Background: an optimization exercise with open tools, aiming at small area. Do not read the settings as production practice. RTL that was checked went through simulation tests only; none was proved equivalent to the original.

## cim_node
module cim_node #(
    parameter logic [1:0] NODE_ID = 2'd0
) (
    input  logic clk,
    input  logic rst_n,
    input  logic [3:0] bus_op,
    input  logic [47:0] bus_data,
    input  logic [1:0] bus_target_or_sender,
    output logic [3:0] bus_out_op,
    output logic [47:0] bus_out_data,
    output logic [1:0] bus_out_target_or_sender,
    output logic bus_drive,
    output logic is_ready
);
For scale: about 1300 cells after synthesis, roughly 250 flip-flops, ~110 I/O pins.
export LEC_CHECK = 0
export ABC_AREA = 1
export CAP_MARGIN = 0
export CORE_MARGIN = 2
export CORE_UTILIZATION = 40
export PLACE_DENSITY = 0.6
export SLEW_MARGIN = 0
export SYNTH_HIERARCHICAL = 1
create_clock -name core_clock -period 10.0 [get_ports {clk}]
standard.sh (not shown) runs the stock make flow with config.mk's settings and CLKGATE_MAP_FILE= SYNTH_SCRIPT=/design/flow/synth_recipe.tcl, a recipe that flattens the netlist after the stock synthesis.
==> flow/flow/run.sh <==
#!/bin/bash
# Own flow: the standard layout (standard.sh and its synthesis script),
# with three changes to how the layout is made:
#  - ABC maps for area only (map -a, twice) without its buffering and upsizing;
#    flip-flops are mapped before ABC runs, so the registers are unchanged;
#  - every port gets a buf_1 as its port buffer;
#  - the clock tree uses clkbuf_8 on clusters of up to 16 sinks, with no dummy loads.
set -euo pipefail
here=$(pwd)
cp -r "$FLOW_HOME/scripts" "$here/scripts_abc"
printf 'strash\ndch\nmap -a\nstrash\ndch\nmap -a\ntopo\ndnsize -c\n' > "$here/scripts_abc/abc_area.script"
CTS="-sink_clustering_enable -repair_clock_nets -dont_use_dummy_load"
CTS="$CTS -buf_list sky130_fd_sc_hd__clkbuf_8"
CTS="$CTS -sink_clustering_size 16 -sink_clustering_max_diameter 80"
bash standard.sh \
  "SCRIPTS_DIR=$here/scripts_abc" \
  "BUFFER_PORTS_ARGS=-buffer_cell sky130_fd_sc_hd__buf_1" \
  "CTS_ARGS=$CTS" \
  finish > "$here/flow_make.log" 2>&1
test -f out/final.def
Edit:
==> flow/flow/run.sh (replaced) <==
#!/bin/bash
# Own flow: the standard layout (standard.sh, unchanged synthesis), with
# small port buffers and a clock tree of smaller buffers without dummy loads.
# Every input and output port still gets its buffer; the clock still reaches
# the registers only through clock buffers.
set -euo pipefail
here=$(pwd)
log=$here/flow_make.log
CTS="-sink_clustering_enable -repair_clock_nets -dont_use_dummy_load"
CTS="$CTS -buf_list sky130_fd_sc_hd__clkbuf_8"
CTS="$CTS -sink_clustering_size 16 -sink_clustering_max_diameter 80"
bash standard.sh \
  "BUFFER_PORTS_ARGS=-buffer_cell sky130_fd_sc_hd__buf_1" \
  "CTS_ARGS=$CTS" \
  finish > "$log" 2>&1
test -f out/final.def
Final area went up by a few percent.
Final cell count went up by about a fifth.
Critical path depth went down by 5.
Clock-buffer cell count went down by 2.
Core utilization went down by 1.9 points.
Sequential cell count is unchanged.
Synthesized area went up by roughly a tenth.
Hold slack improves by 0.023 ns.
Edit:
CORE_UTILIZATION = 60   (was 40)
PLACE_DENSITY = 0.75   (was 0.6)
SYNTH_HIERARCHICAL = not set   (was 1)
After rerunning: Design area came out lower by 0.50%. Clock skew stays flat. Worst setup slack is worse by 0.47 ns. Wire length is lower by 0.52%. Non-clock buffer count is lower by 12.
Edit:
CORE_UTILIZATION = 40   (was 60)
PLACE_DENSITY = 0.6   (was 0.75)
=> Worst setup slack is better by 0.17 ns. Sequential cell count does not change. Wire length increases by 3.6%.

* * *

Starting RTL as in the previous note.
clock: 10.0 ns
lec_check: 0
abc_area: 1
cap_margin: 0
core_margin: 2
core_utilization: 40
place_density: 0.6
slew_margin: 0
synth_hierarchical: 1
==> flow/flow/run.sh <==
#!/bin/bash
# Own flow: the standard layout (standard.sh and its synthesis script),
# with these changes to how the layout is made:
#  - ABC maps for area only (map -a, twice) without its buffering and upsizing;
#  - Yosys's quick ABC pass before adder extraction is skipped for the
#    arithmetic module mac_engine only (it has no registers; the top module,
#    which holds every register, is synthesized exactly as before);
#    flip-flops are mapped before the final ABC runs, so the registers are unchanged;
#  - every port gets a buf_1 as its port buffer;
#  - the clock tree uses clkbuf_8 on clusters of up to 16 sinks, with no dummy loads.
set -euo pipefail
here=$(pwd)
cp -r "$FLOW_HOME/scripts" "$here/scripts_abc"
printf 'strash\ndch\nmap -a\nstrash\ndch\nmap -a\ntopo\ndnsize -c\n' > "$here/scripts_abc/abc_area.script"
python3 - "$here/scripts_abc/synth.tcl" <<'PY'
import sys
p = sys.argv[1]
s = open(p).read()
old = "  synth -top $::env(DESIGN_NAME) -run fine: {*}$synth_full_args\n"
new = ("  synth -top $::env(DESIGN_NAME) -run fine:check -noabc {*}$synth_full_args\n"
       "  abc -fast $::env(DESIGN_NAME)\n"
       "  opt -fast\n"
       "  synth -top $::env(DESIGN_NAME) -run check: {*}$synth_full_args\n")
assert s.count(old) == 1
open(p, "w").write(s.replace(old, new))
PY
CTS="-sink_clustering_enable -repair_clock_nets -dont_use_dummy_load"
CTS="$CTS -buf_list sky130_fd_sc_hd__clkbuf_8"
CTS="$CTS -sink_clustering_size 16 -sink_clustering_max_diameter 80"
bash standard.sh \
  "SCRIPTS_DIR=$here/scripts_abc" \
  "BUFFER_PORTS_ARGS=-buffer_cell sky130_fd_sc_hd__buf_1" \
  "CTS_ARGS=$CTS" \
  finish > "$here/flow_make.log" 2>&1
test -f out/final.def
The baseline produced a clean layout.
==> next run, changes <==
--- a/flow/flow/run.sh
+++ b/flow/flow/run.sh
@@ -8,4 +8,5 @@
 #    flip-flops are mapped before the final ABC runs, so the registers are unchanged;
 #  - every port gets a buf_1 as its port buffer;
+#  - the resizer may change a cell's footprint when it repairs slew and load;
 #  - the clock tree uses clkbuf_8 on clusters of up to 16 sinks, with no dummy loads.
 set -euo pipefail
@@ -32,4 +33,5 @@
   "BUFFER_PORTS_ARGS=-buffer_cell sky130_fd_sc_hd__buf_1" \
   "CTS_ARGS=$CTS" \
+  "MATCH_CELL_FOOTPRINT=0" \
   finish > "$here/flow_make.log" 2>&1
 test -f out/final.def
The new run ran to the end with no violations.
Utilization stays the same.
Wire length does not change.
Global-route usage does not change.
Hold slack does not change.
Register-to-register slack stays flat.
Final cell count does not change.
Count of clock-buffer cells in the layout does not change.
Clock skew stays the same.
Sequential cell count stays the same.
Via count is unchanged.
Area after synthesis does not change.
==> next run, changes <==
==> flow/run.sh (new file) <==
#!/bin/bash
# synth_recipe.tcl (not shown) runs the flow's synth.tcl, then flattens the netlist and writes it again
# the make line also repeats each setting of config.mk as NAME=value (left out here)
make -C /OpenROAD-flow-scripts/flow DESIGN_CONFIG=/design/flow/config.mk WORK_HOME=/design/flow/orfs CLKGATE_MAP_FILE= SYNTH_SCRIPT=/design/flow/synth_recipe.tcl finish
- CAP_MARGIN: 0 -> 20
- SLEW_MARGIN: 0 -> 20
- SYNTH_HIERARCHICAL: 1 -> default
removed: flow/flow/run.sh
removed: flow/standard.sh
What happened:
- first-iteration DRC count increases by a few percent
- cell area goes up by about a fifth
- routed wire length grows by a little under a tenth
- via count increases by roughly a tenth
- utilization came out higher by 1.6 points
- worst hold slack gets worse by 0.0079 ns
- clock skew is lower by 0.056 ns
- count of clock-buffer cells in the layout goes up by 13

* * *

cim_node, a different RTL version from the one above (not shown whole).
Size in the first run: about 1,600 cells after synthesis, ~250 flip-flops.
clock: 10.0 ns
lec_check: 0
cap_margin: 20
core_margin: 2
core_utilization: 40
place_density: 0.6
slew_margin: 20
run.sh (not shown) runs the stock make flow with config.mk's settings and CLKGATE_MAP_FILE= SYNTH_SCRIPT=/design/flow/synth_recipe.tcl, a recipe that flattens the netlist after the stock synthesis.
Stock flow here: none of the scripts above is used.
The starting point reached the layout checks and failed them: negative setup slack.
Next try:
ABC_AREA = 1   (was not set)
What happened: The new run completed, yet does not pass: negative setup slack. Area after synthesis shrinks by 6.2%. Routed wire length shrinks by about 18%. Clock-buffer cell count grows by 3. Register-to-register slack gets better by 0.64 ns. Die area shrinks by about 6%. Clock skew grows by 0.0072 ns. Final cell count shrinks by 2.2%. Critical path depth grows by 1.
No run of this note included a check of the RTL's function; only the layout flow was run.

[what the ideal ports hide]
The flow's constraints put no driver on any port. The routed layouts listed below were extracted and timed again, unchanged, in two steps.
Step 1 (the two cells are an assumption about what drives the block):
set clk [get_ports {clk}]
set_driving_cell -lib_cell sky130_fd_sc_hd__clkbuf_16 $clk
set_driving_cell -lib_cell sky130_fd_sc_hd__buf_2 [delete_from_list [all_inputs] $clk]
Step 2 also shifts input and output timing later by t, the mid clock arrival at the registers, as if the neighbouring blocks saw the same clock.
Slacks: ideal ports / drivers / drivers and shift; pairs: ideal ports / drivers.
run	shift t [ns]	setup slack, ns	worst hold slack (ns)	latest minus earliest clock arrival (ns)
the first run of note 1	0.595	1.023 / 1.045 / 0.451	0.312 / 0.312 / 0.312	0.058 / 0.057
the second run of note 1	0.591	2.005 / 2.005 / 1.634	0.335 / 0.335 / 0.335	0.036 / 0.035
the third run of note 1	0.575	1.536 / 1.536 / 1.468	0.332 / 0.332 / 0.332	0.029 / 0.029
the fourth run of note 1	0.602	1.704 / 1.704 / 1.428	0.330 / 0.330 / 0.330	0.027 / 0.026
the first run of note 2	0.572	1.280 / 1.298 / 0.726	0.333 / 0.333 / 0.333	0.072 / 0.072
the second run of note 2	0.572	1.280 / 1.298 / 0.726	0.333 / 0.333 / 0.333	0.072 / 0.072
the third run of note 2	0.601	1.677 / 1.692 / 1.091	0.325 / 0.325 / 0.325	0.016 / 0.016
the first run of note 3	0.615	-0.869 / -0.851 / -1.467	0.325 / 0.325 / 0.325	0.013 / 0.013
the second run of note 3	0.589	-0.205 / -0.183 / -0.772	0.323 / 0.323 / 0.323	0.018 / 0.018
The setup slack of the first run of note 3, which loses most, moves by +0.018 ns with the drivers and by -0.598 ns with both steps.
